This is an optimization exercise on Yosys and OpenROAD, whose aim is small area, a short achievable clock period and few clock cycles, not a production implementation.
The RTL was checked by simulation tests, not by an equivalence proof against the original design.
Power figures rest on the tool's default switching activity, not on a simulated workload.

==> flow/design.v <==
package ptif_pkg;
  localparam int unsigned HEADER_HOLD_BYTES = 60;
  localparam int unsigned FIFO_DEPTH = HEADER_HOLD_BYTES;
  localparam int unsigned LAST_QUEUE_DEPTH = 2;
  localparam logic REG_ENABLE    = 1'b0;
  localparam logic REG_TRUNC_LEN = 1'b1;
  localparam logic [4:0]  ETH_BASE_LEN = 5'd14;
  localparam logic [4:0]  TAG_LEN      = 5'd4;
  localparam logic [4:0]  TAGGED_IP_OFF = ETH_BASE_LEN + TAG_LEN;
  localparam logic [15:0] TYPE_IPV4    = 16'h0800;
  localparam logic [15:0] TYPE_CTAG    = 16'h8100;
  localparam logic [15:0] TYPE_STAG    = 16'h88A8;
  localparam logic [15:0] POS_TYPE_HI  = 16'd12;
  localparam logic [15:0] POS_TYPE_LO  = 16'd13;
  localparam logic [15:0] POS_INNER_HI = 16'd16;
  localparam logic [15:0] POS_INNER_LO = 16'd17;
  localparam logic [15:0] POS_MAX      = 16'hFFFF;
  localparam logic [3:0] IPV4_VERSION = 4'h4;
  localparam logic [5:0] IPV4_MIN_HDR = 6'd20;
  localparam logic [5:0] OFF_TLEN_HI  = 6'd2;
  localparam logic [5:0] OFF_TLEN_LO  = 6'd3;
  localparam logic [5:0] OFF_CSUM_HI  = 6'd10;
  localparam logic [5:0] OFF_CSUM_LO  = 6'd11;
  localparam logic [15:0] KEEP_MIN_UNTAGGED = 16'(ETH_BASE_LEN) + 16'(IPV4_MIN_HDR);
  localparam logic [15:0] KEEP_MIN_VLAN     = 16'(ETH_BASE_LEN) + 16'(TAG_LEN);
  localparam logic [15:0] KEEP_MIN_TAGGED   = 16'(TAGGED_IP_OFF) + 16'(IPV4_MIN_HDR);
endpackage
import ptif_pkg::*;
module packet_truncate_ipv4_fixup_unit (
  input  logic        clk_i,
  input  logic        rst_ni,
  input  logic        cfg_we_i,
  input  logic        cfg_idx_i,
  input  logic [15:0] cfg_wdata_i,
  input  logic        s_axis_tvalid,
  output logic        s_axis_tready,
  input  logic [23:0] s_axis_tdata,    
  input  logic        s_axis_tlast,
  output logic        m_axis_tvalid,
  input  logic        m_axis_tready,
  output logic [7:0]  m_axis_tdata,    
  output logic        m_axis_tlast
);
  localparam int unsigned N  = FIFO_DEPTH;
  localparam int unsigned AW = 6;
  localparam int unsigned LQ = LAST_QUEUE_DEPTH;
  localparam int unsigned LW = $clog2(LQ);
  function automatic [AW-1:0] inc(input [AW-1:0] p);
    inc = (p == AW'(N - 1)) ? '0 : p + AW'(1);
  endfunction
  function automatic [AW-1:0] dec(input [AW-1:0] p);
    dec = (p == '0) ? AW'(N - 1) : p - AW'(1);
  endfunction
  function automatic [8:0] add8(input [7:0] x, input [7:0] y, input ci);
    reg [7:0] g, p, gg, pp, gn, pn;
    reg [8:0] c;
    g  = x & y;
    p  = x ^ y;
    gg = g;
    pp = p;
    for (int d = 1; d < 8; d = d * 2) begin
      gn = gg;
      pn = pp;
      for (int i = d; i < 8; i++) begin
        gn[i] = gg[i] | (pp[i] & gg[i - d]);
        pn[i] = pp[i] & pp[i - d];
      end
      gg = gn;
      pp = pn;
    end
    c[0] = ci;
    for (int i = 0; i < 8; i++) c[i + 1] = gg[i] | (pp[i] & ci);
    add8 = {c[8], p ^ c[7:0]};
  endfunction
  logic        en_q;
  logic [15:0] tlen_q;
  logic        tlen_nz, tlen_is1, k18, k34, k38;
  logic        first_q;
  logic        cut_q;
  logic [15:0] rem_q;           
  logic [4:0]  pc_q;            
  logic        t08_q, t81_q, t88_q;
  logic        vlan_q, arm14_q, arm18_q;
  logic        hsp_q;           
  logic          hold_q;
  logic [3:0]    ihlm_q;        
  logic [5:0]    hoff_q;        
  logic [15:0]   tot_q;         
  logic [AW-1:0] a0_q;          
  logic          fixp_q;        
  logic [3:0]    fcnt_q;
  logic [7:0]    ax_q, ay_q;    
  logic          ac_q;
  logic [1:0]    fin_q;
  logic [7:0]    mem_q [N];
  logic [AW-1:0] wp_q;
  logic [2:0]    rph_q;         
  logic [7:0]    rpl_q;         
  function automatic rp_is(input [AW-1:0] p);
    rp_is = rph_q == p[5:3] && rpl_q[p[2:0]];
  endfunction
  logic          empty_q, full_q;
  logic [AW-1:0] lq_q [LQ];
  logic [LW-1:0] lqw_q, lqr_q;
  logic [LW:0]   lqc_q;
  logic       ov_q;
  logic [7:0] ob_q;
  logic       ol_q;
  logic       trdy_q;
  assign s_axis_tready = trdy_q;
  assign m_axis_tvalid = ov_q;
  assign m_axis_tdata  = ob_q;
  assign m_axis_tlast  = ol_q;
  logic [7:0]  b;
  logic [15:0] flen;
  logic        l;
  assign b    = s_axis_tdata[7:0];
  assign flen = s_axis_tdata[23:8];
  assign l    = s_axis_tlast;
  assign tlen_nz  = tlen_q != 16'd0;
  assign tlen_is1 = tlen_q == 16'd1;
  assign k18      = tlen_q >= KEEP_MIN_VLAN;
  assign k34      = tlen_q >= KEEP_MIN_UNTAGGED;
  assign k38      = tlen_q >= KEEP_MIN_TAGGED;
  always_ff @(posedge clk_i or negedge rst_ni) begin
    if (!rst_ni) begin
      en_q   <= 1'b0;
      tlen_q <= 16'd0;
    end else if (cfg_we_i) begin
      if (cfg_idx_i == REG_ENABLE) en_q <= cfg_wdata_i[0];
      else                         tlen_q <= cfg_wdata_i;
    end
  end
  logic in_acc, drop, endc, wr, lastbit;
  logic rem_z, rem_o, rem_t, cut_in;
  logic drop_q, end_q;    
  logic drop_d, wok_q;    
  logic at12, at13, at16, at17;
  logic hs, ihl_ok, start, complete, rel_unfixed;
  logic bx08, bx00, bx81, bx88, bxa8;
  assign in_acc  = s_axis_tvalid && trdy_q;
  assign rem_z   = rem_q == 16'd0;
  assign rem_o   = rem_q == 16'd1;
  assign rem_t   = rem_q == 16'd2;
  assign cut_in  = en_q && tlen_nz && (flen > tlen_q);
  assign drop    = drop_q;
  assign endc    = first_q ? (en_q && tlen_is1 && (flen[15:1] != 15'd0))
                           : end_q;
  assign wr      = s_axis_tvalid && wok_q;
  assign lastbit = l || endc;
  assign bx08 = b == 8'h08;
  assign bx00 = b == 8'h00;
  assign bx81 = b == 8'h81;
  assign bx88 = b == 8'h88;
  assign bxa8 = b == 8'hA8;
  assign at12 = !first_q && pc_q == 5'd12;
  assign at13 = !first_q && pc_q == 5'd13;
  assign at16 = !first_q && pc_q == 5'd16;
  assign at17 = !first_q && pc_q == 5'd17;
  assign ihl_ok = b[7:4] == IPV4_VERSION && b[3:0] >= 4'd5 &&
                  (rem_q[15:6] != 10'd0 || rem_q[5:2] >= b[3:0]);
  assign hs       = hsp_q && !first_q;
  assign start    = hs && ihl_ok;
  assign complete = hold_q && hoff_q == {ihlm_q, 2'b11};
  assign rel_unfixed = hold_q && !complete && l;
  logic       first_d, cut_d, arm14_d, arm18_d, hsp_d;
  logic [4:0] pc_d;
  always_comb begin
    first_d = first_q;
    cut_d   = cut_q;
    arm14_d = arm14_q;
    arm18_d = arm18_q;
    pc_d    = pc_q;
    if (in_acc) begin
      first_d = l;
      if (first_q) begin
        cut_d   = cut_in;
        arm14_d = 1'b0;
        arm18_d = 1'b0;
        pc_d    = 5'd1;
      end else begin
        if (pc_q != 5'd31) pc_d = pc_q + 5'd1;
        if (at13) arm14_d = cut_q && t08_q && bx00 && k34;
        if (at17) arm18_d = cut_q && vlan_q && t08_q && bx00 && k38;
      end
    end
    hsp_d = hsp_q;
    if (in_acc)
      hsp_d = !first_q && !l && cut_q && ((arm14_d && pc_q == 5'd13) ||
                                          (arm18_d && pc_q == 5'd17));
  end
  always_comb begin
    drop_d = drop_q;
    if (in_acc) begin
      if (first_q) drop_d = !l && en_q && tlen_is1 && flen[15:1] != 15'd0;
      else         drop_d = !l && cut_q && (rem_z || rem_o);
    end
  end
  always_ff @(posedge clk_i or negedge rst_ni) begin
    if (!rst_ni) begin
      first_q <= 1'b1;
      hsp_q   <= 1'b0;
      drop_q  <= 1'b0;
      end_q   <= 1'b0;
    end else begin
      first_q <= first_d;
      hsp_q   <= hsp_d;
      drop_q <= drop_d;
      if (in_acc) begin
        if (first_q) end_q <= !l && en_q && tlen_q == 16'd2 &&
                              (flen[15:2] != 14'd0 || flen[1:0] == 2'd3);
        else         end_q <= !l && cut_q && rem_t;
      end
    end
  end
  always_ff @(posedge clk_i) begin
    cut_q   <= cut_d;
    arm14_q <= arm14_d;
    arm18_q <= arm18_d;
    pc_q    <= pc_d;
    if (in_acc) begin
      if (first_q) rem_q <= tlen_q - 16'd1;
      else if (!rem_z) rem_q <= rem_q - 16'd1;
      if (at12 || at16) begin
        t08_q <= bx08;
        t81_q <= bx81;
        t88_q <= bx88;
      end
      if (at13) vlan_q <= cut_q && ((t81_q && bx00) || (t88_q && bxa8)) && k18;
    end
  end
  logic [7:0] ad_q;             
  logic       s1_q;             
  logic       step, clr;
  logic [8:0] ssum;
  always_comb begin
    step = s1_q || fin_q != 2'd0;
    clr  = !step && !hold_q && !fixp_q;
    ssum = add8(ay_q, ad_q, ac_q);
  end
  always_ff @(posedge clk_i) begin
    if (!(in_acc && (hsp_q || hold_q)))
      ad_q <= 8'd0;
    else if (hold_q && hoff_q[5:4] == 2'b00 && hoff_q[2:1] == 2'b01)
      ad_q <= hoff_q[3] ? 8'd0 : hoff_q[0] ? tot_q[7:0] : tot_q[15:8];
    else
      ad_q <= b;
  end
  always_ff @(posedge clk_i or negedge rst_ni) begin
    if (!rst_ni) begin
      hold_q <= 1'b0;
      fin_q  <= 2'd0;
      s1_q   <= 1'b0;
    end else begin
      s1_q <= in_acc && (hsp_q || hold_q);
      if (fin_q != 2'd0 && !s1_q) fin_q <= fin_q - 2'd1;
      if (in_acc) begin
        if (start && !l) hold_q <= 1'b1;
        if (complete) begin
          hold_q <= 1'b0;
          fin_q  <= 2'd3;
        end
        if (rel_unfixed) hold_q <= 1'b0;
      end
    end
  end
  always_ff @(posedge clk_i) begin
    if (clr) begin
      ax_q <= 8'd0;
      ay_q <= 8'd0;
      ac_q <= 1'b0;
    end else if (step) begin
      ax_q <= ssum[7:0];
      ay_q <= ax_q;
      ac_q <= ssum[8];
    end
    if (in_acc) begin
      if (hsp_q) begin
        ihlm_q <= b[3:0] - 4'd1;
        hoff_q <= 6'd1;
        tot_q  <= rem_q;
        a0_q   <= wp_q;
      end else if (hold_q) begin
        hoff_q <= hoff_q + 6'd1;
      end
    end
  end
  logic       empty, blocked, out_free, rd;
  logic [7:0] rdata, odata;
  logic       at_a0, olast;
  logic       push, pop;
  logic [15:0] fsum;
  logic [15:0] csum;
  assign empty    = empty_q;
  assign at_a0    = rp_is(a0_q);
  assign blocked  = hold_q && at_a0;
  assign out_free = !ov_q || m_axis_tready;
  assign rd       = !empty && !blocked && out_free;
  logic [7:0] rp_hi, rp_lo;
  logic [7:0] grp [8];
  logic       fsub;
  logic [7:0] fbyte;
  assign fsum = {ax_q, ay_q};
  assign csum = (fsum == 16'd0) ? 16'd0 : ~fsum;
  always_comb begin
    fsub  = 1'b0;
    fbyte = 8'd0;
    if (fixp_q) begin
      case (fcnt_q)
        4'd2:  begin fsub = 1'b1; fbyte = tot_q[15:8]; end
        4'd3:  begin fsub = 1'b1; fbyte = tot_q[7:0];  end
        4'd10: begin fsub = 1'b1; fbyte = csum[15:8];  end
        4'd11: begin fsub = 1'b1; fbyte = csum[7:0];   end
        default: ;
      endcase
    end
    for (int k = 0; k < 8; k++) begin
      rp_hi[k] = rph_q == 3'(k) && !fsub;
      rp_lo[k] = rpl_q[k];
    end
    for (int g = 0; g < 8; g++) begin
      grp[g] = 8'd0;
      for (int j = 0; j < 8; j++) begin
        if (g * 8 + j < N) grp[g] = grp[g] | (mem_q[g * 8 + j] & {8{rp_lo[j]}});
      end
    end
    rdata = fbyte;
    for (int g = 0; g < 8; g++) rdata = rdata | (grp[g] & {8{rp_hi[g]}});
    odata = rdata;
  end
  assign olast = lqc_q != '0 && rp_is(lq_q[lqr_q]);
  assign push  = wr && lastbit;
  assign pop   = rd && olast;
  logic [LW:0] lqc_d;
  logic        empty_d, full_d, lqfull_d, trdy_d;
  logic might_push, hsp_c;
  assign might_push = wr && (l || end_q || (first_q && en_q && tlen_is1));
  always_comb begin
    hsp_c = hsp_q;
    if (in_acc)
      hsp_c = !first_q && !l && cut_q && t08_q &&
              ((pc_q == 5'd13 && k34) || (pc_q == 5'd17 && vlan_q && k38));
  end
  assign trdy_d = !full_d && !lqfull_d && !(hsp_c && fixp_q);
  always_comb begin
    lqc_d = lqc_q;
    if (push && !pop) lqc_d = (lqc_q == '0) ? (LW+1)'(1) : (LW+1)'(2);
    if (pop && !push) lqc_d = (lqc_q == (LW+1)'(2)) ? (LW+1)'(1) : '0;
  end
  assign empty_d  = (empty_q && !wr) || (rp_is(dec(wp_q)) && rd && !wr);
  assign full_d   = (full_q && !rd) || (rp_is(inc(wp_q)) && wr && !rd);
  assign lqfull_d = (lqc_q == (LW+1)'(LQ) && !pop) ||
                    (lqc_q == (LW+1)'(LQ - 1) && might_push && !pop);
  for (genvar i = 0; i < N; i++) begin : g_mem
    always_ff @(posedge clk_i) begin
      if (wr && wp_q == AW'(i)) mem_q[i] <= b;
    end
  end
  always_ff @(posedge clk_i) begin
    if (wr) lq_q[lqw_q] <= wp_q;
    if (rd) begin
      ob_q <= odata;
      ol_q <= olast;
    end
  end
  always_ff @(posedge clk_i or negedge rst_ni) begin
    if (!rst_ni) begin
      wp_q   <= '0;
      rph_q  <= '0;
      rpl_q  <= 8'd1;
      empty_q <= 1'b1;
      full_q  <= 1'b0;
      lqw_q  <= '0;
      lqr_q  <= '0;
      lqc_q  <= '0;
      ov_q   <= 1'b0;
      fixp_q <= 1'b0;
      fcnt_q <= 4'd0;
      trdy_q <= 1'b0;
      wok_q  <= 1'b0;
    end else begin
      if (wr) wp_q <= inc(wp_q);
      if (rd) begin
        if (rph_q == 3'((N - 1) / 8) && rpl_q[(N - 1) % 8]) begin
          rph_q <= '0;
          rpl_q <= 8'd1;
        end else begin
          if (rpl_q[7]) rph_q <= rph_q + 3'd1;
          rpl_q <= {rpl_q[6:0], rpl_q[7]};
        end
      end
      empty_q <= empty_d;
      full_q  <= full_d;
      if (push) lqw_q <= lqw_q + LW'(1);
      if (pop)  lqr_q <= lqr_q + LW'(1);
      lqc_q <= lqc_d;
      if (rd) ov_q <= 1'b1;
      else if (m_axis_tready) ov_q <= 1'b0;
      if (rd && fixp_q) begin
        if (fcnt_q != 4'd0 || at_a0) fcnt_q <= fcnt_q + 4'd1;
        if (fcnt_q == 4'd11) begin
          fixp_q <= 1'b0;
          fcnt_q <= 4'd0;
        end
      end
      if (in_acc && complete) begin
        fixp_q <= 1'b1;
        fcnt_q <= 4'd0;
      end
      trdy_q <= trdy_d;
      wok_q  <= trdy_d && !drop_d;
    end
  end
endmodule
==> flow/run.sh <==
#!/bin/bash
# synth_recipe.tcl (not shown) runs the flow's synth.tcl, then flattens the netlist and writes it again
# the make line also repeats each setting of config.mk as NAME=value (left out here)
make -C /OpenROAD-flow-scripts/flow DESIGN_CONFIG=/design/flow/config.mk WORK_HOME=/design/flow/orfs CLKGATE_MAP_FILE= SYNTH_SCRIPT=/design/flow/synth_recipe.tcl finish
==> flow/config.mk <==
export PLATFORM = sky130hd
export DESIGN_NAME = packet_truncate_ipv4_fixup_unit
export DESIGN_NICKNAME = packet_truncate_ipv4_fixup_unit
export VERILOG_FILES = /design/flow/design.v
export SDC_FILE = /design/flow/constraint.sdc
export NUM_CORES = 4
export LEC_CHECK = 0
export CAP_MARGIN = 20
export CORE_MARGIN = 2
export CORE_UTILIZATION = 40
export CTS_CLUSTER_DIAMETER = 120
export CTS_CLUSTER_SIZE = 30
export PLACE_DENSITY = 0.6
export SETUP_SLACK_MARGIN = 3.1
export SLEW_MARGIN = 20
==> flow/constraint.sdc <==
create_clock -name core_clock -period 5.5 [get_ports {clk_i}]
set_input_delay 1.1000 -clock core_clock [delete_from_list [all_inputs] [get_ports {clk_i}]]
set_output_delay 1.1000 -clock core_clock [all_outputs]
set_load 0.01 [all_outputs]
==> impl_metrics.py, run 1 <==
metrics = {
    "status": {
        "run_status": "no timing/DRC/antenna violations",
    },
    "finish": {
        "area_growth_pct": 14.52,
        "leading_cell_type_in_the_layout_fill_and_taps_excluded": "sky130_fd_sc_hd__edfxtp_1",
        "layout_cells_sized_above_1_pct": 17.75,
        "highest_count_cells_in_the_layout_ignoring_fill_and_taps": "559 x sky130_fd_sc_hd__edfxtp_1, 229 x sky130_fd_sc_hd__a22oi_1, 91 x sky130_fd_sc_hd__nand2_1",
        "finish.net_count": 2032,
        "final_cell_count_no_fill": 2809,
        "fillers": 5757,
        "final_cell_area_um2": 30470,
    },
    "synthesis": {
        "synth_top_family_by_area": "compound AO/OA/AOI/OAI gates",
        "synth.ff_latch_count": 642,
        "synthFlopType": "sky130_fd_sc_hd__edfxtp_1",
        "synth_simple_gate_area_share_pct": 7.598,
        "async_flop_share_pct": 8.723,
        "seq_area_frac_synth_pct": 70.39,
        "avgSynthCellArea_um2": 14.31,
        "synth.net_count": 1966,
        "synthAdderAreaFrac_pct": 2.849,
        "synth-compound-area-share_pct": 12.55,
        "post_synth_num_cell_types": 76,
        "post_synth_xor_area_fraction_pct": 2.041,
        "synth.area.mux_share_pct": 2.271,
        "yosys_warnings": 3,
        "netlist_instances": 1859,
        "synthesis.area_um2": 26610,
        "synth-edff-count": 559,
    },
    "flow_run": {
        "number_of_maximum_capacitance_violations": 0,
    },
    "route": {
        "first_iter_violations": 2265,
        "drtPass1Iterations": 7,
        "ant_nets": 0,
        "post_drt_via_cell_ratio": 6.080,
        "routedWlPerCell_um": 27.68,
        "remaining_drc_errors": 0,
        "drt-total-wl_mm": 77.74,
        "dr_total_vias": 17080,
    },
    "global_routing": {
        "antenna_violations_before_repair": 2,
        "grt.busiest_layer": "met2",
        "gr-total-overflow": 0,
        "grt_pass1_wl_mm": 111.1,
        "global_routing_usage_on_met1_pct": 30.95,
        "grt_util_met2_pct": 34.78,
        "grt_use_total_pct": 21.96,
        "grt_use_met3_pct": 3.665,
        "grt_start_max_net_pins": 70,
        "first_global_vias": 16590,
    },
    "power_and_ir_drop": {
        "p_leak_nw": 9.809,
        "power.sequential.fraction_pct": 46.7,
        "power_density_nw_per_um2": 424.4,
        "clockPowerShare_pct": 18.2,
        "share_comb_of_total_power_pct": 35.1,
        "power_report.internal_total_mw": 8.221,
        "switching_share_of_power_pct": 36.43,
        "ir_worst_vdd_uv": 251.5,
        "switchingPower_mw": 4.712,
    },
    "worst_hold_path": {
        "holdCritPathClass": "reg -> reg",
        "hold_path_startpoint": "arm14_q",
        "timing.hold.worst_path_depth": 1,
        "hold_end": "arm14_q",
    },
    "clock_tree": {
        "worstSkewPairLatency_ns": 0.61,
        "cts_tree": "yes",
        "cts.clk_slew.worst_paths_ns": 0.12,
        "cts_inserted_buffers": 25,
        "clockBufferDepth": 3,
        "cts_hold_buffers": 0,
        "buffer_cell_driving_the_clock_tree_root": "sky130_fd_sc_hd__clkbuf_16",
        "cts.sinks": 642,
        "cts-htree-levels": 1,
    },
    "timing": {
        "slew_violations": 0,
        "final_hold_viol_count": 0,
        "max_slew_margin_pct": 36.63,
        "fmax_mhz": 407.0,
        "rsz0062_at_grt": "yes",
        "fin_crit_ns": 2.457,
        "final_min_period_over_clock_period_pct": 44.67,
        "finalSetupTns_ns": 0,
        "finalSetupViolations": 0,
        "finClkSkew_ns": 0.03588,
        "max_slew.worst_pin.slew_ns": 0.9506,
    },
    "critical_path": {
        "timing.critical_path.arrival_ns": 2.83,
        "critPathCaptureType": "flip-flop",
        "crit_path_start_kind": "flip-flop",
        "ff2ff_setup_slack_ns": 3.04,
        "r2r_end": "ob_q[6]",
        "timing.critical_path.fanout_max": 10,
        "worstPathCellList": "buf_4 -> buf_6 -> a22oi_1 -> nand4_1 -> a32oi_1 -> o211ai_1 -> o21ai_1 -> nand2_1",
        "critical_path_buf_inv_count": 2,
        "worst_r2r_startpoint": "rpl_q[3]",
        "critPathKind": "reg -> reg",
        "path_delay_family": "compound AO/OA/AOI/OAI gates",
        "slowest_stage": "sky130_fd_sc_hd__dfrtp_4",
        "worst-endpoint-required_ns": 5.87,
        "worst_r2r_path_depth": 8,
        "worst_path_max_stage_delay_ns": 0.56,
    },
    "floorplanning": {
        "chipWidth_um": 261.9,
        "starting_density_of_the_core_pct": 40.40,
        "core_region_area_um2": 65860,
        "pin_count": 58,
        "row_count": 94,
        "die_h_um": 261.9,
        "design.die.area_um2": 68600,
    },
    "placed_design": {
        "placed_instances": 2694,
        "dpl_cell_area_um2": 28080,
        "place.detailed.hpwl_mm": 47.17,
        "routability_driven_placement_congestion_ratio": 0.8625,
        "count_of_input_and_output_buffers": 57,
    },
}
-- cell families after synthesis --
group	after synthesis
compound gates	472
simple gates	415
fa+ha+maj	60
xor+xnor	62
mux	50
buf+inv	158
flops	642
-- metal layers --
layer	share of wire (%)	vias up
met2	47	877
met4	3.8	2
met5	0.014	-
met1	41	8652
met3	8.8	140
li1	-	7407
-- worst max-delay path by stage --
stage                                 from            to  slack, ns  cells past startpoint
final                             rpl_q[3]       ob_q[6]       3.04                      8
after global placement       s_axis_tvalid  mem_q[14][1]       1.74                      6
after global routing              rpl_q[0]       ob_q[6]       3.03                      7
after floorplan           s_axis_tdata[17]         cut_q       2.94                      8
after detailed placement     s_axis_tvalid  mem_q[14][6]       1.60                      6
after CTS                         rpl_q[3]       ob_q[1]       3.01                      8
-- layout make-up --
| class | count | area [um2] | share of cell area, % |
|---|---|---|---|
| tap | 864 | 1081 | 3.547 |
| antenna | 1 | 2.502 | 0.008212 |
| multi-input combinational | 1059 | 8192 | 26.88 |
| timing repair buffer | 146 | 1461 | 4.796 |
| clock buffer | 43 | 714.4 | 2.344 |
| sequential | 642 | 18780 | 61.64 |
| clock inverter | 3 | 30.03 | 0.09854 |
| inverter | 51 | 209.0 | 0.6857 |
-- sequential cells by signal (all words and copies together), names as in the netlist, 8 cells and up --
register and cells:
ad_q 8, ax_q 8, ay_q 8, lq_q 12, mem_q 480, ob_q 8, rem_q 16, rpl_q 8
tlen_q 16, tot_q 16
-- per-stage QoR --
step                hold slack [ns]  power [mW]  setup WS [ns]  utilization [%]
floorplan                    0.4439       8.139          2.945                -
global placement             0.4528       9.612          1.743            42.64
detailed placement           0.4661       9.653          1.605            42.64
CTS                          0.5012       12.54          3.011            45.43
global route                 0.5197       13.37          3.027            46.27
finish                       0.5022       12.93          3.043            46.27
-- cell usage after synthesis, types with 8 or more instances --
master,count,area [um2]
sky130_fd_sc_hd__o21ai_0,65,325.3
sky130_fd_sc_hd__a22o_1,20,175.2
sky130_fd_sc_hd__mux2_2,19,214.0
sky130_fd_sc_hd__nand2b_1,11,68.82
sky130_fd_sc_hd__nand2_1,99,371.6
sky130_fd_sc_hd__xnor2_1,46,402.9
sky130_fd_sc_hd__and3_1,15,93.84
sky130_fd_sc_hd__clkbuf_1,89,334.1
sky130_fd_sc_hd__a22oi_1,251,1884
sky130_fd_sc_hd__buf_1,12,45.04
sky130_fd_sc_hd__a21o_1,11,82.58
sky130_fd_sc_hd__dfxtp_1,27,540.5
sky130_fd_sc_hd__nor4_1,17,106.4
sky130_fd_sc_hd__nand3_1,33,165.2
sky130_fd_sc_hd__dfrtp_1,53,1326
sky130_fd_sc_hd__a21oi_1,46,230.2
sky130_fd_sc_hd__mux2i_1,24,240.2
sky130_fd_sc_hd__nand4_1,58,362.9
sky130_fd_sc_hd__nor3_1,28,140.1
sky130_fd_sc_hd__o22a_1,8,70.07
sky130_fd_sc_hd__ha_1,59,738.2
sky130_fd_sc_hd__inv_1,49,183.9
sky130_fd_sc_hd__nor2_1,118,442.9
sky130_fd_sc_hd__nor2b_1,10,62.56
sky130_fd_sc_hd__xor2_1,16,140.1
sky130_fd_sc_hd__edfxtp_1,559,16790
-- power groups by stage --
stage / sequential (mW) / combinational (mW) / clock, mW
after floorplan: 5.91 / 2.23 / 0
after global placement: 6.23 / 3.38 / 0
after detailed placement: 6.24 / 3.41 / 0
after CTS: 6.03 / 4.12 / 2.39
after global routing: 6.07 / 4.74 / 2.56
final: 6.04 / 4.54 / 2.36
-- what timing repair did --
action                     in CTS  in global routing
buffers inserted               34                 27
setup endpoints to repair     554                303
resized for setup             260                 72
gates cloned                    3                  3
pin swaps                      26                 36
Testbench counts, summed over its fixed seeds: cycles 243,794.
==> inputs of run 2 (changes only) <==
--- a/flow/config.mk
+++ b/flow/config.mk
@@ -8,8 +8,8 @@
 export CAP_MARGIN = 20
 export CORE_MARGIN = 2
-export CORE_UTILIZATION = 40
+export CORE_UTILIZATION = 50
 export CTS_CLUSTER_DIAMETER = 120
 export CTS_CLUSTER_SIZE = 30
-export PLACE_DENSITY = 0.6
+export PLACE_DENSITY = 0.7
 export SETUP_SLACK_MARGIN = 3.1
 export SLEW_MARGIN = 20
==> run 2 against run 1 <==
First-iteration DRC count increased by 16%. Cell area down 1.7%. Total power shrank 3.5%. Sequential share of layout area grew 1.0 points.
==> impl_metrics.py, run 2 <==
metrics = {
    "power_and_ir_drop": {
        "power_density_nw_per_um2": 416.5,
        "p_leak_nw": 9.630,
        "ir_worst_vdd_uv": 258.4,
    },
    "route": {
        "routedWlPerCell_um": 27.25,
        "post_drt_via_cell_ratio": 6.497,
        "drt-total-wl_mm": 71.31,
        "dr_total_vias": 17000,
        "ant_nets": 0,
        "drtPass1Iterations": 7,
        "first_iter_violations": 2624,
        "remaining_drc_errors": 0,
    },
    "finish": {
        "postLayoutCoreUtil_pct": 57.00,
        "antenna_cells_inserted": 0,
        "leading_cell_type_in_the_layout_fill_and_taps_excluded": "sky130_fd_sc_hd__edfxtp_1",
        "finish.net_count": 2017,
        "highest_count_cells_in_the_layout_ignoring_fill_and_taps": "559 x sky130_fd_sc_hd__edfxtp_1, 241 x sky130_fd_sc_hd__a22oi_1, 88 x sky130_fd_sc_hd__nand2_1",
        "final_cell_count_no_fill": 2617,
        "area_growth_pct": 12.57,
        "layout_cells_sized_above_1_pct": 16.02,
        "largest_register_ff_count": 480,
        "fillers": 4116,
        "max_flop_register": "mem_q",
    },
    "synthesis": {
        "post_synth_num_cell_types": 76,
        "avgSynthCellArea_um2": 14.31,
        "ys_top_cells_by_count": "559 x sky130_fd_sc_hd__edfxtp_1, 251 x sky130_fd_sc_hd__a22oi_1, 118 x sky130_fd_sc_hd__nor2_1, 99 x sky130_fd_sc_hd__nand2_1, 89 x sky130_fd_sc_hd__clkbuf_1",
        "netlist_instances": 1859,
        "seq_area_frac_synth_pct": 70.39,
        "synth.ff_latch_count": 642,
        "synth_area_leaders": "sky130_fd_sc_hd__edfxtp_1 63%, sky130_fd_sc_hd__a22oi_1 7.1%, sky130_fd_sc_hd__dfrtp_1 5.0%",
        "yosys_warnings": 3,
        "synthesis.area_um2": 26610,
        "yosys.cell_count.top_type": "sky130_fd_sc_hd__edfxtp_1",
        "synth-edff-count": 559,
        "synth_area_leader_cell": "sky130_fd_sc_hd__edfxtp_1",
        "async_flop_share_pct": 8.723,
        "netlist.area_leader.share_pct": 63.08,
        "synth.net_count": 1966,
        "synthFlopType": "sky130_fd_sc_hd__edfxtp_1",
    },
    "global_routing": {
        "grt_pass1_wl_mm": 105.3,
        "grt_use_total_pct": 25.07,
        "first_global_vias": 16570,
        "antenna_violations_before_repair": 2,
        "gr-total-overflow": 0,
        "grt_start_max_net_pins": 71,
    },
    "timing": {
        "final_min_period_over_clock_period_pct": 43.70,
        "finClkSkew_ns": 0.04251,
        "rsz0062_at_grt": "yes",
        "finalSetupTns_ns": 0,
        "final_hold_viol_count": 0,
        "fmax_mhz": 416.0,
        "max_slew.worst_pin.slew_ns": 0.8998,
        "timing.final.ws_setup_ns": 3.096,
        "max_slew_margin_pct": 40.01,
        "slew_violations": 0,
        "finalSetupViolations": 0,
        "fin_crit_ns": 2.404,
    },
    "critical_path": {
        "critPathKind": "reg -> reg",
        "timing.critical_path.arrival_ns": 2.75,
        "worstPathCellList": "buf_12 -> a22oi_1 -> nand4_1 -> a22o_1 -> a222oi_1 -> o21ai_0",
        "worst_path_max_stage_delay_ns": 0.46,
        "critPathCaptureType": "flip-flop",
        "path_delay_family": "compound AO/OA/AOI/OAI gates",
        "timing.critical_path.fanout_max": 70,
        "slowest_stage": "sky130_fd_sc_hd__a222oi_1",
        "worst-endpoint-required_ns": 5.84,
        "critical_path_buf_inv_count": 1,
        "crit_path_start_kind": "flip-flop",
    },
    "worst_hold_path": {
        "holdCritPathClass": "reg -> reg",
    },
    "floorplanning": {
        "pin_count": 58,
        "core_region_area_um2": 52550,
        "row_count": 84,
        "design.die.area_um2": 55080,
        "chipWidth_um": 234.7,
        "die_h_um": 234.7,
        "starting_density_of_the_core_pct": 50.64,
    },
    "status": {
        "run_status": "no timing/DRC/antenna violations",
    },
    "placed_design": {
        "count_of_input_and_output_buffers": 57,
        "placed_instances": 2517,
        "routability_driven_placement_congestion_ratio": 0.9089,
        "pre_cts_ws_ns": 1.640,
        "place.detailed.hpwl_mm": 43.42,
    },
    "clock_tree": {
        "cts_tree": "yes",
        "cts.sinks": 642,
        "buffer_cell_driving_the_clock_tree_root": "sky130_fd_sc_hd__clkbuf_16",
        "cts-htree-levels": 1,
        "worstSkewPairLatency_ns": 0.60,
        "clockBufferDepth": 3,
        "cts_inserted_buffers": 25,
        "cts.clk_slew.worst_paths_ns": 0.11,
    },
    "flow_run": {
        "number_of_maximum_capacitance_violations": 0,
    },
}
run 2: cell type report:
class	instances	area, um2	area share, %
clock buffer	44	696.9	2.327
clock inverter	2	28.78	0.09607
inverter	51	200.2	0.6683
multi-input combinational	1059	8120	27.11
sequential	642	18770	62.67
tap	688	860.8	2.874
timing repair buffer	131	1276	4.260
run 2: power breakdown:
| group | internal, mW | total [mW] | switching (mW) |
|---|---|---|---|
| logic | 1.49 | 4.17 | 2.69 |
| registers | 5.66 | 5.99 | 0.328 |
| clock network | 0.888 | 2.31 | 1.42 |
run 2: layer usage:
metal  wire length [um]  track usage [%]
met1              28440            35.46
met2              33900            40.55
met3               6500            3.724
met4               2451            7.422
met5                 13                0
run 2: kinds of logic (layout without fill, tap and decap cells):
logic type                 Yosys count  in the layout  synth area share (%)
AOI/OAI and AO/OA                  472            472                 12.55
adders and majority gates           60             60                 2.849
DFF                                642            642                 70.39
and+or+nand+nor                    415            415                 7.598
buffers and inverters              158            228                 2.299
muxes                               50             50                 2.271
xor gates and xnor gates            62             62                 2.041
run 2: repair_timing:
action                     4_1_cts  5_1_grt
gates cloned                     3        1
hold buffers                     0        0
pin swaps                       25       20
buffers inserted                27       23
setup endpoints to repair      563       88
gates resized for setup        253       45
run 2: path summary, 6_finish.rpt:
check,slack [ns],start,to,cells past startpoint
max,3.10,rpl_q[3],ob_q[4],6
min,0.49,arm14_q,arm14_q,1
max reg2reg,3.10,rpl_q[3],ob_q[4],6
min reg2reg,0.49,arm14_q,arm14_q,1
max in group asynchronous,4.24,rst_ni,wp_q[4],2
min in group asynchronous,0.63,rst_ni,fin_q[1],2
run 2: worst register-to-register path, delay by kind of cell, from the launching register on:
kind / cells / cell delay, ns
buf+inv: 1 / 0.22
simple gates: 1 / 0.18
flops: 1 / 0.45
compound gates: 4 / 1.31
run 2: through the flow:
step | instance area, um2 | hold WS (ns) | power, mW
6_report | 29960 | 0.4942 | 12.48
4_1_cts | 29570 | 0.4981 | 12.21
3_5_place_dp | 27850 | 0.4705 | 9.561
5_1_grt | 29960 | 0.5112 | 12.91
3_3_place_gp | 27850 | 0.4522 | 9.503
2_1_floorplan | 26730 | 0.4439 | 8.139
==> inputs of run 3 (changes only) <==
--- a/flow/config.mk
+++ b/flow/config.mk
@@ -8,8 +8,9 @@
 export CAP_MARGIN = 20
 export CORE_MARGIN = 2
-export CORE_UTILIZATION = 50
-export CTS_CLUSTER_DIAMETER = 120
-export CTS_CLUSTER_SIZE = 30
-export PLACE_DENSITY = 0.7
+export CORE_UTILIZATION = 40
+export CTS_CLUSTER_DIAMETER = 110
+export CTS_CLUSTER_SIZE = 26
+export GPL_ROUTABILITY_DRIVEN = 0
+export PLACE_DENSITY = 0.6
 export SETUP_SLACK_MARGIN = 3.1
 export SLEW_MARGIN = 20
==> run 3 against run 2 <==
Still clean on timing, DRC and antenna. Critical path depth stayed put. Die area up 25%. Via count shrank 0.15%. Utilization decreased by 11 points. Non-clock buffer count up 2. Cell count rose by 7.1%. Clock power increased by about 10%. Total power up 3.3%. Global-route usage down 3.3 points. Critical path type unchanged.
==> impl_metrics.py, run 3 <==
metrics = {
    "status": {
        "run_status": "no timing/DRC/antenna violations",
    },
    "placed_design": {
        "place.detailed.hpwl_mm": 47.17,
        "count_of_input_and_output_buffers": 57,
        "placed_instances": 2694,
    },
    "timing": {
        "max_slew.worst_pin.slew_ns": 0.9418,
        "max_slew_margin_pct": 37.21,
        "final_hold_viol_count": 0,
        "finalSetupViolations": 0,
        "finClkSkew_ns": 0.04841,
        "rsz0062_at_grt": "yes",
        "fin_crit_ns": 2.433,
        "final_min_period_over_clock_period_pct": 44.24,
        "slew_violations": 0,
        "finalSetupTns_ns": 0,
        "fmax_mhz": 411.0,
    },
    "synthesis": {
        "netlist.area_leader.share_pct": 63.08,
        "synthesis.area_um2": 26610,
        "async_flop_share_pct": 8.723,
        "synth-edff-count": 559,
        "synth.ff_latch_count": 642,
        "synth_area_leader_cell": "sky130_fd_sc_hd__edfxtp_1",
        "yosys_warnings": 3,
        "ys_top_cells_by_count": "559 x sky130_fd_sc_hd__edfxtp_1, 251 x sky130_fd_sc_hd__a22oi_1, 118 x sky130_fd_sc_hd__nor2_1, 99 x sky130_fd_sc_hd__nand2_1, 89 x sky130_fd_sc_hd__clkbuf_1",
        "netlist_instances": 1859,
        "yosys.cell_count.top_type": "sky130_fd_sc_hd__edfxtp_1",
        "synth.net_count": 1966,
        "post_synth_num_cell_types": 76,
        "seq_area_frac_synth_pct": 70.39,
        "synth_area_leaders": "sky130_fd_sc_hd__edfxtp_1 63%, sky130_fd_sc_hd__a22oi_1 7.1%, sky130_fd_sc_hd__dfrtp_1 5.0%",
        "avgSynthCellArea_um2": 14.31,
        "synthFlopType": "sky130_fd_sc_hd__edfxtp_1",
    },
    "power_and_ir_drop": {
        "switchingPower_mw": 4.677,
        "switching_share_of_power_pct": 36.29,
        "clockPowerShare_pct": 19.7,
        "power_density_nw_per_um2": 424.9,
        "power_report.internal_total_mw": 8.211,
        "ir_worst_vdd_uv": 284.1,
        "p_leak_nw": 9.724,
        "power.sequential.fraction_pct": 46.8,
        "share_comb_of_total_power_pct": 33.4,
    },
    "critical_path": {
        "worst_r2r_startpoint": "rpl_q[5]",
        "worst-endpoint-required_ns": 5.86,
        "timing.critical_path.arrival_ns": 2.80,
        "timing.critical_path.fanout_max": 61,
        "crit_path_start_kind": "flip-flop",
        "critPathKind": "reg -> reg",
        "r2r_end": "ob_q[2]",
        "worst_r2r_path_depth": 6,
        "ff2ff_setup_slack_ns": 3.07,
        "critPathCaptureType": "flip-flop",
    },
    "global_routing": {
        "grt_start_max_net_pins": 70,
        "antenna_violations_before_repair": 2,
        "first_global_vias": 16520,
        "grt_pass1_wl_mm": 110.0,
        "gr-total-overflow": 0,
        "grt_use_total_pct": 21.76,
    },
    "clock_tree": {
        "cts.clk_slew.worst_paths_ns": 0.11,
        "cts_hold_buffers": 0,
        "clockBufferDepth": 3,
        "cts-htree-levels": 1,
        "cts.sinks": 642,
        "cts_tree": "yes",
        "cts_inserted_buffers": 29,
        "worstSkewPairLatency_ns": 0.63,
        "buffer_cell_driving_the_clock_tree_root": "sky130_fd_sc_hd__clkbuf_16",
    },
    "floorplanning": {
        "core_region_area_um2": 65860,
        "design.die.area_um2": 68600,
        "row_count": 94,
        "pin_count": 58,
        "chipWidth_um": 261.9,
        "die_h_um": 261.9,
        "starting_density_of_the_core_pct": 40.40,
    },
    "route": {
        "ant_nets": 0,
        "drtPass1Iterations": 5,
        "dr_total_vias": 16980,
        "post_drt_via_cell_ratio": 6.055,
        "routedWlPerCell_um": 27.26,
        "drt-total-wl_mm": 76.43,
        "remaining_drc_errors": 0,
        "first_iter_violations": 2170,
    },
    "finish": {
        "layout_cells_sized_above_1_pct": 16.71,
        "finish.net_count": 2023,
        "highest_count_cells_in_the_layout_ignoring_fill_and_taps": "559 x sky130_fd_sc_hd__edfxtp_1, 236 x sky130_fd_sc_hd__a22oi_1, 92 x sky130_fd_sc_hd__nand2_1",
        "leading_cell_type_in_the_layout_fill_and_taps_excluded": "sky130_fd_sc_hd__edfxtp_1",
        "largest_register_ff_count": 480,
        "max_flop_register": "mem_q",
        "fillers": 5767,
        "final_cell_count_no_fill": 2804,
        "area_growth_pct": 13.98,
    },
    "worst_hold_path": {
        "timing.hold.worst_path_depth": 1,
        "hold_end": "arm14_q",
        "hold_path_startpoint": "arm14_q",
        "holdCritPathClass": "reg -> reg",
    },
    "flow_run": {
        "number_of_maximum_capacitance_violations": 0,
    },
}
==> run 3: worst max path at each step <==
stage / start / endpoint / slack [ns] / cells after the start
floorplan: s_axis_tdata[17] / cut_q / 2.94 / 8
global route: rpl_q[3] / ob_q[6] / 3.00 / 7
global placement: s_axis_tvalid / mem_q[14][1] / 1.74 / 6
CTS: rpl_q[0] / ob_q[6] / 3.05 / 7
detailed placement: s_axis_tvalid / mem_q[14][6] / 1.60 / 6
finish: rpl_q[5] / ob_q[2] / 3.07 / 6
==> run 3: final cells by class <==
| type | instances | area [um2] | share of cell area [%] |
|---|---|---|---|
| antenna | 1 | 2.502 | 0.008250 |
| clock buffer | 50 | 814.5 | 2.685 |
| clock inverter | 4 | 45.04 | 0.1485 |
| inverter | 51 | 209.0 | 0.6889 |
| multi-input combinational | 1059 | 8143 | 26.85 |
| sequential | 642 | 18780 | 61.93 |
| tap | 864 | 1081 | 3.564 |
| timing repair buffer | 133 | 1252 | 4.129 |
==> run 3: kinds of logic (layout without fill, tap and decap cells) <==
group	after synthesis	after routing	share of synthesized area (%)
xor gates and xnor gates	62	62	2.041
AOI/OAI and AO/OA	472	472	12.55
and+or+nand+nor	415	415	7.598
other	0	1	0
buffers and inverters	158	238	2.299
DFF	642	642	70.39
adders and majority gates	60	60	2.849
muxes	50	50	2.271
==> run 3: layer usage <==
layer	vias up	GRT usage [%]	share of wire [%]
li1	7390	-	-
met1	8593	30.48	41
met2	829	34.59	47
met3	163	3.627	8.0
met4	2	7.329	4.0
met5	-	0	0.014
==> run 3: worst max-delay path, stage by stage (launching register included) <==
cell	delay, ns
sky130_fd_sc_hd__dfrtp_2	0.44
sky130_fd_sc_hd__buf_8	0.25
sky130_fd_sc_hd__a22oi_1	0.28
sky130_fd_sc_hd__nand4_1	0.19
sky130_fd_sc_hd__a22o_1	0.36
sky130_fd_sc_hd__a222oi_1	0.44
sky130_fd_sc_hd__o21ai_0	0.17
==> run 3: through the flow <==
step | setup slack, ns | utilization (%) | hold slack (ns) | area, um2 | power [mW]
after floorplan | 2.945 | - | 0.4439 | 26730 | 8.139
after global placement | 1.743 | 42.64 | 0.4528 | 28080 | 9.612
after detailed placement | 1.605 | 42.64 | 0.4661 | 28080 | 9.653
after CTS | 3.048 | 45.31 | 0.4978 | 29840 | 12.57
after global routing | 3.003 | 46.05 | 0.5164 | 30330 | 13.32
final | 3.067 | 46.05 | 0.4993 | 30330 | 12.89
==> run 3: what timing repair did <==
item	4_1_cts	5_1_grt
pin swaps	21	31
buffers inserted	30	21
gates resized for setup	241	65
gates cloned	1	2
endpoints found under the setup margin	554	175
endpoints found under the hold margin	0	0
==> run 3: power groups by stage <==
stage                     Combinational [mW]  Sequential, mW  Clock (mW)
after floorplan                         2.23            5.91           0
after global placement                  3.38            6.23           0
after detailed placement                3.41            6.24           0
after CTS                               3.97            6.02        2.57
after global routing                    4.52            6.06        2.74
final                                   4.31            6.03        2.55
==> inputs of run 4 (changes only) <==
--- a/flow/config.mk
+++ b/flow/config.mk
@@ -11,5 +11,4 @@
 export CTS_CLUSTER_DIAMETER = 110
 export CTS_CLUSTER_SIZE = 26
-export GPL_ROUTABILITY_DRIVEN = 0
 export PLACE_DENSITY = 0.6
 export SETUP_SLACK_MARGIN = 3.1
==> run 4 against run 3 <==
Still clean. Sequential cell count stayed put. Via count unchanged. Cell count did not move. Sequential power about the same. Register-to-register slack about the same. Total power unchanged. Cell area is the same. Utilization did not move. Synthesized cell count unchanged. Maximum frequency did not move. Highest routed layer unchanged.
==> impl_metrics.py, run 4 <==
metrics = {
    "synthesis": {
        "netlist_instances": 1859,
        "synthFlopType": "sky130_fd_sc_hd__edfxtp_1",
        "netlist.area_leader.share_pct": 63.08,
        "post_synth_num_cell_types": 76,
        "synth-edff-count": 559,
        "synth.ff_latch_count": 642,
        "avgSynthCellArea_um2": 14.31,
        "ys_top_cells_by_count": "559 x sky130_fd_sc_hd__edfxtp_1, 251 x sky130_fd_sc_hd__a22oi_1, 118 x sky130_fd_sc_hd__nor2_1, 99 x sky130_fd_sc_hd__nand2_1, 89 x sky130_fd_sc_hd__clkbuf_1",
        "synthesis.area_um2": 26610,
        "yosys.cell_count.top_type": "sky130_fd_sc_hd__edfxtp_1",
        "synth_area_leaders": "sky130_fd_sc_hd__edfxtp_1 63%, sky130_fd_sc_hd__a22oi_1 7.1%, sky130_fd_sc_hd__dfrtp_1 5.0%",
        "synth.net_count": 1966,
        "async_flop_share_pct": 8.723,
        "yosys_warnings": 3,
        "synth_area_leader_cell": "sky130_fd_sc_hd__edfxtp_1",
        "seq_area_frac_synth_pct": 70.39,
    },
    "finish": {
        "highest_count_cells_in_the_layout_ignoring_fill_and_taps": "559 x sky130_fd_sc_hd__edfxtp_1, 236 x sky130_fd_sc_hd__a22oi_1, 92 x sky130_fd_sc_hd__nand2_1",
        "max_flop_register": "mem_q",
        "layout_cells_sized_above_1_pct": 16.71,
        "largest_register_ff_count": 480,
        "area_growth_pct": 13.98,
        "final_cell_count_no_fill": 2804,
        "finish.net_count": 2023,
        "leading_cell_type_in_the_layout_fill_and_taps_excluded": "sky130_fd_sc_hd__edfxtp_1",
    },
    "power_and_ir_drop": {
        "clockPowerShare_pct": 19.7,
        "p_leak_nw": 9.724,
        "switching_share_of_power_pct": 36.29,
        "switchingPower_mw": 4.677,
        "ir_worst_vdd_uv": 284.1,
        "power_density_nw_per_um2": 424.9,
        "power.sequential.fraction_pct": 46.8,
        "share_comb_of_total_power_pct": 33.4,
        "power_report.internal_total_mw": 8.211,
    },
    "critical_path": {
        "critPathKind": "reg -> reg",
        "timing.critical_path.arrival_ns": 2.80,
        "worst_r2r_startpoint": "rpl_q[5]",
        "r2r_end": "ob_q[2]",
        "crit_path_start_kind": "flip-flop",
        "critPathCaptureType": "flip-flop",
        "worst_r2r_path_depth": 6,
        "ff2ff_setup_slack_ns": 3.07,
        "worst-endpoint-required_ns": 5.86,
        "timing.critical_path.fanout_max": 61,
    },
    "clock_tree": {
        "buffer_cell_driving_the_clock_tree_root": "sky130_fd_sc_hd__clkbuf_16",
        "clockBufferDepth": 3,
        "cts.sinks": 642,
        "worstSkewPairLatency_ns": 0.63,
        "cts_inserted_buffers": 29,
        "cts.clk_slew.worst_paths_ns": 0.11,
        "cts_tree": "yes",
        "cts-htree-levels": 1,
        "cts_hold_buffers": 0,
    },
    "route": {
        "drtPass1Iterations": 5,
        "post_drt_via_cell_ratio": 6.055,
        "remaining_drc_errors": 0,
        "dr_total_vias": 16980,
        "drt-total-wl_mm": 76.43,
        "ant_nets": 0,
        "first_iter_violations": 2170,
        "routedWlPerCell_um": 27.26,
    },
    "worst_hold_path": {
        "hold_end": "arm14_q",
        "hold_path_startpoint": "arm14_q",
        "holdCritPathClass": "reg -> reg",
        "timing.hold.worst_path_depth": 1,
    },
    "floorplanning": {
        "row_count": 94,
        "die_h_um": 261.9,
        "chipWidth_um": 261.9,
        "starting_density_of_the_core_pct": 40.40,
        "pin_count": 58,
        "design.die.area_um2": 68600,
        "core_region_area_um2": 65860,
    },
    "timing": {
        "slew_violations": 0,
        "timing.final.ws_setup_ns": 3.067,
        "finalSetupTns_ns": 0,
        "worst_hold_slack_ns": 0.4993,
        "max_slew_margin_pct": 37.21,
        "max_slew.worst_pin.slew_ns": 0.9418,
        "finalSetupViolations": 0,
        "fin_crit_ns": 2.433,
        "final_hold_viol_count": 0,
        "fmax_mhz": 411.0,
        "final_min_period_over_clock_period_pct": 44.24,
        "finClkSkew_ns": 0.04841,
        "rsz0062_at_grt": "yes",
    },
    "placed_design": {
        "pre_cts_ws_ns": 1.605,
        "count_of_input_and_output_buffers": 57,
        "place.detailed.hpwl_mm": 47.17,
        "placed_instances": 2694,
        "routability_driven_placement_congestion_ratio": 0.8625,
    },
    "global_routing": {
        "first_global_vias": 16520,
        "grt_pass1_wl_mm": 110.0,
        "grt_start_max_net_pins": 70,
        "grt_use_total_pct": 21.76,
        "gr-total-overflow": 0,
        "antenna_violations_before_repair": 2,
    },
    "status": {
        "run_status": "no timing/DRC/antenna violations",
    },
    "flow_run": {
        "number_of_maximum_capacitance_violations": 0,
    },
}
[run 4: power groups by stage]
| stage | clock [mW] | combinational, mW | sequential (mW) |
|---|---|---|---|
| after global placement | 0 | 3.38 | 6.23 |
| final | 2.55 | 4.31 | 6.03 |
| after global routing | 2.74 | 4.52 | 6.06 |
| after detailed placement | 0 | 3.41 | 6.24 |
| after CTS | 2.57 | 3.97 | 6.02 |
| after floorplan | 0 | 2.23 | 5.91 |
[run 4: what timing repair did]
item	in CTS	in global routing
gates cloned	1	2
pin swaps	21	31
buffers inserted	30	21
resized for setup	241	65
setup endpoints to repair	554	175
[run 4: cells by family (layout without fill, tap and decap cells)]
kind of cell	after synthesis	count (layout)	synth area share [%]
xor+xnor	62	62	2.041
fa+ha+maj	60	60	2.849
compound gates	472	472	12.55
flops	642	642	70.39
mux	50	50	2.271
other cells	0	1	0
simple gates	415	415	7.598
buf+inv	158	238	2.299
[run 4: metrics by stage]
stage	power, mW	utilization [%]	cell area [um2]
after floorplan	8.139	-	26730
after global placement	9.612	42.64	28080
after detailed placement	9.653	42.64	28080
after CTS	12.57	45.31	29840
after global routing	13.32	46.05	30330
final	12.89	46.05	30330
[run 4: area by class of cell]
| cell class | count | area (um2) |
|---|---|---|
| inverters | 51 | 209.0 |
| diodes | 1 | 2.502 |
| repair buffers | 133 | 1252 |
| well taps | 864 | 1081 |
| flip-flops and latches | 642 | 18780 |
| clock inverters | 4 | 45.04 |
| fillers | 5767 | 35530 |
| multi-input cells | 1059 | 8143 |
| clock buffers | 50 | 814.5 |
[run 4: worst max path at each step]
stage / startpoint / to / cells past startpoint / slack, ns
global route: rpl_q[3] / ob_q[6] / 7 / 3.00
global placement: s_axis_tvalid / mem_q[14][1] / 6 / 1.74
CTS: rpl_q[0] / ob_q[6] / 7 / 3.05
finish: rpl_q[5] / ob_q[2] / 6 / 3.07
floorplan: s_axis_tdata[17] / cut_q / 8 / 2.94
detailed placement: s_axis_tvalid / mem_q[14][6] / 6 / 1.60
[run 4: layer usage]
layer	track usage, %	part of all wire [%]	vias up	routed length, um
met5	0	0.014	-	11
met4	7.329	4.0	2	3023
met3	3.627	8.0	163	6136
met2	34.59	47	829	35550
met1	30.48	41	8593	31710
li1	-	-	7390	-
[run 4: worst max-delay path: stages, from the launching register on]
cell,delay [ns]
sky130_fd_sc_hd__dfrtp_2,0.44
sky130_fd_sc_hd__buf_8,0.25
sky130_fd_sc_hd__a22oi_1,0.28
sky130_fd_sc_hd__nand4_1,0.19
sky130_fd_sc_hd__a22o_1,0.36
sky130_fd_sc_hd__a222oi_1,0.44
sky130_fd_sc_hd__o21ai_0,0.17
==> inputs of run 5 (changes only) <==
--- a/flow/config.mk
+++ b/flow/config.mk
@@ -8,8 +8,8 @@
 export CAP_MARGIN = 20
 export CORE_MARGIN = 2
-export CORE_UTILIZATION = 40
+export CORE_UTILIZATION = 60
 export CTS_CLUSTER_DIAMETER = 110
 export CTS_CLUSTER_SIZE = 26
-export PLACE_DENSITY = 0.6
+export PLACE_DENSITY = 0.8
 export SETUP_SLACK_MARGIN = 3.1
 export SLEW_MARGIN = 20
==> run 5 against run 4 <==
Count of clock-buffer cells in the layout up 1. Largest power group unchanged. Hold slack lost 0.0091 ns. Sequential cell count stayed put. Synthesized cell count unchanged. Highest routed layer is now met4. Utilization grew 22 points.
==> impl_metrics.py, run 5 <==
metrics = {
    "synthesis": {
        "avgSynthCellArea_um2": 14.31,
        "synth.ff_latch_count": 642,
        "async_flop_share_pct": 8.723,
        "synth.net_count": 1966,
        "yosys_warnings": 3,
        "synth_area_leaders": "sky130_fd_sc_hd__edfxtp_1 63%, sky130_fd_sc_hd__a22oi_1 7.1%, sky130_fd_sc_hd__dfrtp_1 5.0%",
        "post_synth_num_cell_types": 76,
        "synthFlopType": "sky130_fd_sc_hd__edfxtp_1",
        "seq_area_frac_synth_pct": 70.39,
        "synth-edff-count": 559,
        "yosys.cell_count.top_type": "sky130_fd_sc_hd__edfxtp_1",
        "netlist_instances": 1859,
        "synthesis.area_um2": 26610,
        "netlist.area_leader.share_pct": 63.08,
        "synth_area_leader_cell": "sky130_fd_sc_hd__edfxtp_1",
        "ys_top_cells_by_count": "559 x sky130_fd_sc_hd__edfxtp_1, 251 x sky130_fd_sc_hd__a22oi_1, 118 x sky130_fd_sc_hd__nor2_1, 99 x sky130_fd_sc_hd__nand2_1, 89 x sky130_fd_sc_hd__clkbuf_1",
    },
    "route": {
        "drt-total-wl_mm": 72.50,
        "routedWlPerCell_um": 28.83,
        "topRoutingLayerUsed": "met4",
        "first_iter_violations": 2565,
        "met2_wirelength_mm": 32.84,
        "drtPass1Iterations": 9,
        "remaining_drc_errors": 0,
        "ant_nets": 0,
        "wl_met3_mm": 8.892,
        "wirelength_met1_mm": 26.21,
        "dr_total_vias": 17610,
        "post_drt_via_cell_ratio": 7.002,
    },
    "clock_tree": {
        "clockBufferDepth": 3,
        "worstSkewPairLatency_ns": 0.63,
        "cts_inserted_buffers": 28,
        "cts_tree": "yes",
        "buffer_cell_driving_the_clock_tree_root": "sky130_fd_sc_hd__clkbuf_16",
        "cts.sinks": 642,
        "cts-htree-levels": 1,
        "cts.clk_slew.worst_paths_ns": 0.10,
    },
    "finish": {
        "ff_latch_area_um2": 18780,
        "postLayoutCoreUtil_pct": 67.75,
        "fillers": 2859,
        "highest_count_cells_in_the_layout_ignoring_fill_and_taps": "559 x sky130_fd_sc_hd__edfxtp_1, 232 x sky130_fd_sc_hd__a22oi_1, 93 x sky130_fd_sc_hd__nand2_1",
        "layout_cells_sized_above_1_pct": 16.17,
        "finish.net_count": 2008,
        "largest_register_ff_count": 480,
        "leading_cell_type_in_the_layout_fill_and_taps_excluded": "sky130_fd_sc_hd__edfxtp_1",
        "multiInputGateArea_um2": 8172,
        "area_growth_pct": 12.09,
        "max_flop_register": "mem_q",
        "antenna_cells_inserted": 0,
    },
    "critical_path": {
        "path_common_cell": "sky130_fd_sc_hd__o21ai_0",
        "worst-endpoint-required_ns": 5.84,
        "timing.critical_path.arrival_ns": 2.88,
        "worst_path_max_stage_delay_ns": 0.51,
        "ff2ff_setup_slack_ns": 2.96,
        "worstPathCellList": "inv_1 -> ha_2 -> and3_1 -> a22oi_1 -> o21ai_0 -> a21oi_1 -> o21ai_0",
        "critPathCaptureType": "flip-flop",
        "critPathKind": "reg -> reg",
        "worst_r2r_path_depth": 7,
        "r2r_end": "ob_q[3]",
        "timing.critical_path.fanout_max": 11,
        "slowest_stage": "sky130_fd_sc_hd__dfrtp_1",
        "crit_path_start_kind": "flip-flop",
        "worst_r2r_startpoint": "rph_q[1]",
    },
    "power_and_ir_drop": {
        "p_leak_nw": 9.598,
        "power_density_nw_per_um2": 426.3,
        "ir_worst_vdd_uv": 299.3,
    },
    "floorplanning": {
        "design.die.area_um2": 46050,
        "chipWidth_um": 214.6,
        "starting_density_of_the_core_pct": 60.44,
        "pin_count": 58,
        "core_region_area_um2": 44030,
        "die_h_um": 214.6,
        "row_count": 77,
    },
    "placed_design": {
        "routability_driven_placement_congestion_ratio": 0.9463,
        "count_of_input_and_output_buffers": 57,
        "place.detailed.hpwl_mm": 42.83,
    },
    "timing": {
        "finClkSkew_ns": 0.02190,
        "final_min_period_over_clock_period_pct": 46.21,
        "fmax_mhz": 393.4,
        "rsz0062_at_grt": "yes",
        "max_slew.worst_pin.slew_ns": 0.9992,
        "finalSetupViolations": 0,
        "fin_crit_ns": 2.542,
        "slew_violations": 0,
        "max_slew_margin_pct": 33.14,
        "worst_hold_slack_ns": 0.4902,
        "finalSetupTns_ns": 0,
        "final_hold_viol_count": 0,
    },
    "worst_hold_path": {
        "hold_path_startpoint": "arm18_q",
        "hold_end": "arm18_q",
        "timing.hold.worst_path_depth": 1,
        "holdCritPathClass": "reg -> reg",
    },
    "global_routing": {
        "gr-total-overflow": 0,
        "first_global_vias": 16960,
        "grt_use_total_pct": 30.24,
        "grt_start_max_net_pins": 70,
        "antenna_violations_before_repair": 2,
        "grt_pass1_wl_mm": 105.1,
    },
    "status": {
        "run_status": "no timing/DRC/antenna violations",
    },
    "flow_run": {
        "number_of_maximum_capacitance_violations": 0,
    },
}
-- run 5: worst max-delay path: cells and delay by family (launching register included) --
| family | cells | cell delay, ns |
|---|---|---|
| compound gates | 4 | 0.88 |
| fa+ha+maj | 1 | 0.36 |
| simple gates | 1 | 0.27 |
| buf+inv | 1 | 0.24 |
| flops | 1 | 0.51 |
-- run 5: how the worst max path moves through the flow --
stage                           from      endpoint
floorplan           s_axis_tdata[17]         cut_q
global placement       s_axis_tvalid  mem_q[45][1]
detailed placement     s_axis_tvalid  mem_q[41][2]
CTS                         rpl_q[1]       ob_q[5]
global route               fcnt_q[1]       ob_q[3]
finish                      rph_q[1]       ob_q[3]
-- run 5: layout make-up --
type	instances	share of cell area, %
multi-input cells	1059	27.40
clock buffers	51	2.710
repair buffers	119	3.759
flip-flops and latches	642	62.95
well taps	592	2.483
inverters	51	0.6754
clock inverters	1	0.02936
-- run 5: timing repair --
item,CTS,global route
resized for setup,221,79
cloned,1,2
pin swaps,27,26
buffers inserted,25,15
setup endpoints to repair,569,420
hold buffers,0,0
-- run 5: report_power, final --
group          internal [mW]  switching, mW  total (mW)
Sequential              5.67          0.350        6.02
Clock                   1.00           1.43        2.43
Combinational           1.46           2.81        4.27
-- run 5: cells by family after synthesis --
group           after synthesis  share of synthesized area, %
compound gates              472                         12.55
xor+xnor                     62                         2.041
fa+ha+maj                    60                         2.849
buf+inv                     158                         2.299
flops                       642                         70.39
mux                          50                         2.271
simple gates                415                         7.598
-- run 5: per-layer routing --
metal | GRT usage, % | vias up
li1 | - | 7358
met2 | 47.02 | 1359
met4 | 13.45 | 0
met1 | 42.14 | 8603
met5 | 0 | -
met3 | 5.730 | 291
-- run 5: per-stage QoR --
step                power [mW]  instance area (um2)  setup slack (ns)  std cells
detailed placement       9.514                27730             1.707       2420
finish                   12.72                29830             2.958       2515
global route             13.03                29830             2.968       2515
floorplan                8.139                26730             2.945       1859
CTS                      12.20                29360             3.101       2498
global placement         9.414                27730             1.761       2420
==> inputs of run 6 (changes only) <==
--- a/flow/config.mk
+++ b/flow/config.mk
@@ -8,8 +8,8 @@
 export CAP_MARGIN = 20
 export CORE_MARGIN = 2
-export CORE_UTILIZATION = 60
+export CORE_UTILIZATION = 45
 export CTS_CLUSTER_DIAMETER = 110
 export CTS_CLUSTER_SIZE = 26
-export PLACE_DENSITY = 0.8
+export PLACE_DENSITY = 0.65
 export SETUP_SLACK_MARGIN = 3.1
 export SLEW_MARGIN = 20
==> run 6 against run 5 <==
Still clean. Register-to-register slack gained 0.09 ns. Sequential cell count is the same. Cell count grew 8.2%. Critical path depth grew 3. Routed wire length grew 2.1%. Sequential power is essentially flat. Global-route usage shrank 6.5 points. Die area grew 33%. Total power grew 0.92%. Combinational power grew 2%. Utilization shrank 16 points. Critical endpoint is now lqc_q[1]. Highest routed layer is now met5.
==> impl_metrics.py, run 6 <==
metrics = {
    "status": {
        "run_status": "no timing/DRC/antenna violations",
    },
    "route": {
        "remaining_drc_errors": 0,
        "post_drt_via_cell_ratio": 6.281,
        "routedWlPerCell_um": 27.21,
        "drtPass1Iterations": 6,
        "dr_total_vias": 17080,
        "drt-total-wl_mm": 74.01,
        "first_iter_violations": 2460,
        "ant_nets": 0,
    },
    "clock_tree": {
        "cts.sinks": 642,
        "buffer_cell_driving_the_clock_tree_root": "sky130_fd_sc_hd__clkbuf_16",
        "cts_inserted_buffers": 28,
        "worstSkewPairLatency_ns": 0.62,
        "cts-htree-levels": 1,
        "cts_tree": "yes",
        "clockBufferDepth": 3,
        "cts.clk_slew.worst_paths_ns": 0.11,
    },
    "critical_path": {
        "timing.critical_path.arrival_ns": 2.96,
        "critPathKind": "reg -> reg",
        "worst-endpoint-required_ns": 6.01,
        "critPathCaptureType": "flip-flop",
        "worst_r2r_startpoint": "rpl_q[1]",
        "timing.critical_path.fanout_max": 7,
        "ff2ff_setup_slack_ns": 3.05,
        "worst_r2r_path_depth": 10,
        "r2r_end": "lqc_q[1]",
        "crit_path_start_kind": "flip-flop",
    },
    "finish": {
        "max_flop_register": "mem_q",
        "final_cell_count_no_fill": 2720,
        "leading_cell_type_in_the_layout_fill_and_taps_excluded": "sky130_fd_sc_hd__edfxtp_1",
        "highest_count_cells_in_the_layout_ignoring_fill_and_taps": "559 x sky130_fd_sc_hd__edfxtp_1, 232 x sky130_fd_sc_hd__a22oi_1, 91 x sky130_fd_sc_hd__nand2_1",
        "largest_register_ff_count": 480,
        "layout_cells_sized_above_1_pct": 17.42,
        "fillers": 4799,
        "finish.net_count": 2031,
        "area_growth_pct": 13.85,
    },
    "global_routing": {
        "grt_use_total_pct": 23.75,
        "grt_pass1_wl_mm": 107.7,
        "antenna_violations_before_repair": 3,
        "grt_start_max_net_pins": 65,
        "gr-total-overflow": 0,
        "first_global_vias": 16950,
    },
    "floorplanning": {
        "core_region_area_um2": 58690,
        "starting_density_of_the_core_pct": 45.34,
        "chipWidth_um": 247.2,
        "die_h_um": 247.2,
        "row_count": 89,
        "design.die.area_um2": 61100,
        "pin_count": 58,
    },
    "timing": {
        "fmax_mhz": 407.7,
        "fin_crit_ns": 2.453,
        "finClkSkew_ns": 0.03190,
        "final_hold_viol_count": 0,
        "rsz0062_at_grt": "yes",
        "slew_violations": 0,
        "finalSetupTns_ns": 0,
        "max_slew.worst_pin.slew_ns": 0.9262,
        "final_min_period_over_clock_period_pct": 44.60,
        "max_slew_margin_pct": 38.26,
        "finalSetupViolations": 0,
    },
    "synthesis": {
        "yosys.cell_count.top_type": "sky130_fd_sc_hd__edfxtp_1",
        "avgSynthCellArea_um2": 14.31,
        "synth.area.mux_share_pct": 2.271,
        "synth-compound-area-share_pct": 12.55,
        "synth.net_count": 1966,
        "synthesis.area_um2": 26610,
        "synth.ff_latch_count": 642,
        "synthFlopType": "sky130_fd_sc_hd__edfxtp_1",
        "synth_top_family_by_area": "compound AO/OA/AOI/OAI gates",
        "synth_simple_gate_area_share_pct": 7.598,
        "post_synth_num_cell_types": 76,
        "async_flop_share_pct": 8.723,
        "synth_area_leader_cell": "sky130_fd_sc_hd__edfxtp_1",
        "synth_area_leaders": "sky130_fd_sc_hd__edfxtp_1 63%, sky130_fd_sc_hd__a22oi_1 7.1%, sky130_fd_sc_hd__dfrtp_1 5.0%",
        "netlist.area_leader.share_pct": 63.08,
        "synth-edff-count": 559,
        "netlist_instances": 1859,
        "yosys_warnings": 3,
        "ys_top_cells_by_count": "559 x sky130_fd_sc_hd__edfxtp_1, 251 x sky130_fd_sc_hd__a22oi_1, 118 x sky130_fd_sc_hd__nor2_1, 99 x sky130_fd_sc_hd__nand2_1, 89 x sky130_fd_sc_hd__clkbuf_1",
        "post_synth_xor_area_fraction_pct": 2.041,
        "seq_area_frac_synth_pct": 70.39,
        "synthAdderAreaFrac_pct": 2.849,
    },
    "power_and_ir_drop": {
        "power_density_nw_per_um2": 423.6,
        "ir_worst_vdd_uv": 291.7,
        "p_leak_nw": 9.728,
    },
    "placed_design": {
        "place.detailed.hpwl_mm": 45.29,
        "count_of_input_and_output_buffers": 57,
        "placed_instances": 2603,
        "routability_driven_placement_congestion_ratio": 0.9171,
    },
    "flow_run": {
        "number_of_maximum_capacitance_violations": 0,
    },
    "worst_hold_path": {
        "holdCritPathClass": "in -> async",
    },
}
==> run 6: cell types whose count changed in the layout (fill, tap and decap cells not counted), sizes merged, moves of 2 or more <==
cell	change
inv	-2
dlygate4sd2	+2
buf	+25
clkbuf	-3
clkinv	+3
==> run 6: layout make-up <==
class / count / area, um2 / share of cell area, %
tap: 773 / 967.2 / 3.192
antenna: 1 / 2.502 / 0.008260
multi-input combinational: 1059 / 8162 / 26.94
inverter: 51 / 206.4 / 0.6814
clock buffer: 49 / 779.5 / 2.573
clock inverter: 3 / 27.53 / 0.09086
timing repair buffer: 142 / 1366 / 4.510
sequential: 642 / 18790 / 62.01
==> run 6: logic make-up (layout without fill, tap and decap cells) <==
family / Yosys count / after routing
AND/OR/NAND/NOR: 415 / 415
other: 0 / 1
buffers and inverters: 158 / 245
flip-flops: 642 / 642
AO/OA/AOI/OAI: 472 / 472
adder cells (fa/ha/maj): 60 / 60
multiplexers: 50 / 50
XOR/XNOR: 62 / 62
==> run 6: worst max path at each step <==
stage,startpoint,endpoint,cells past startpoint
after floorplan,s_axis_tdata[17],cut_q,8
after global placement,s_axis_tvalid,mem_q[12][0],6
after detailed placement,s_axis_tvalid,mem_q[12][6],6
after CTS,rpl_q[1],ob_q[1],7
after global routing,rpl_q[1],lqc_q[1],10
final,rpl_q[1],lqc_q[1],10
==> run 6: critical path, cell delays in order (launching register included) <==
cell and delay, ns:
sky130_fd_sc_hd__dfrtp_4 0.60, sky130_fd_sc_hd__buf_6 0.16, sky130_fd_sc_hd__buf_4 0.13, sky130_fd_sc_hd__mux4_2 0.50, sky130_fd_sc_hd__mux2i_4 0.19, sky130_fd_sc_hd__nor4_4 0.08, sky130_fd_sc_hd__and2_4 0.17, sky130_fd_sc_hd__ha_4 0.28
sky130_fd_sc_hd__inv_4 0.04, sky130_fd_sc_hd__a21oi_2 0.13, sky130_fd_sc_hd__a21oi_2 0.05
==> run 6: per-layer routing <==
metal	track usage, %	up-vias	part of all wire (%)
met2	37.68	901	46
met4	9.000	2	4.1
met5	0	-	0.018
met3	3.788	175	9.0
met1	33.06	8599	40
li1	-	7406	-
==> run 6: what timing repair did <==
item,in CTS,in global routing
endpoints found under the setup margin,541,215
gates cloned,1,3
pin swaps,16,37
setup buffers,28,32
resized for setup,232,96
hold buffers,0,0
==> run 6: report_power, final <==
| group | switching [mW] | total (mW) | internal (mW) |
|---|---|---|---|
| Clock | 1.48 | 2.46 | 0.980 |
| Combinational | 2.77 | 4.35 | 1.58 |
| Sequential | 0.353 | 6.03 | 5.67 |
| Total | 4.60 | 12.8 | 8.23 |
==> run 6: through the flow <==
step                      cell area (um2)  worst slack, ns  total power [mW]  util, %  hold WS, ns
final                               30300            3.047             12.83    51.63       0.4680
after global routing                30300            2.982             13.28    51.63       0.4795
after CTS                           29630            3.018             12.35    50.49       0.4586
after detailed placement            27980            1.625             9.587    47.67       0.4660
after global placement              27960            1.693             9.532    47.65       0.4507
after floorplan                     26730            2.945             8.139        -       0.4439
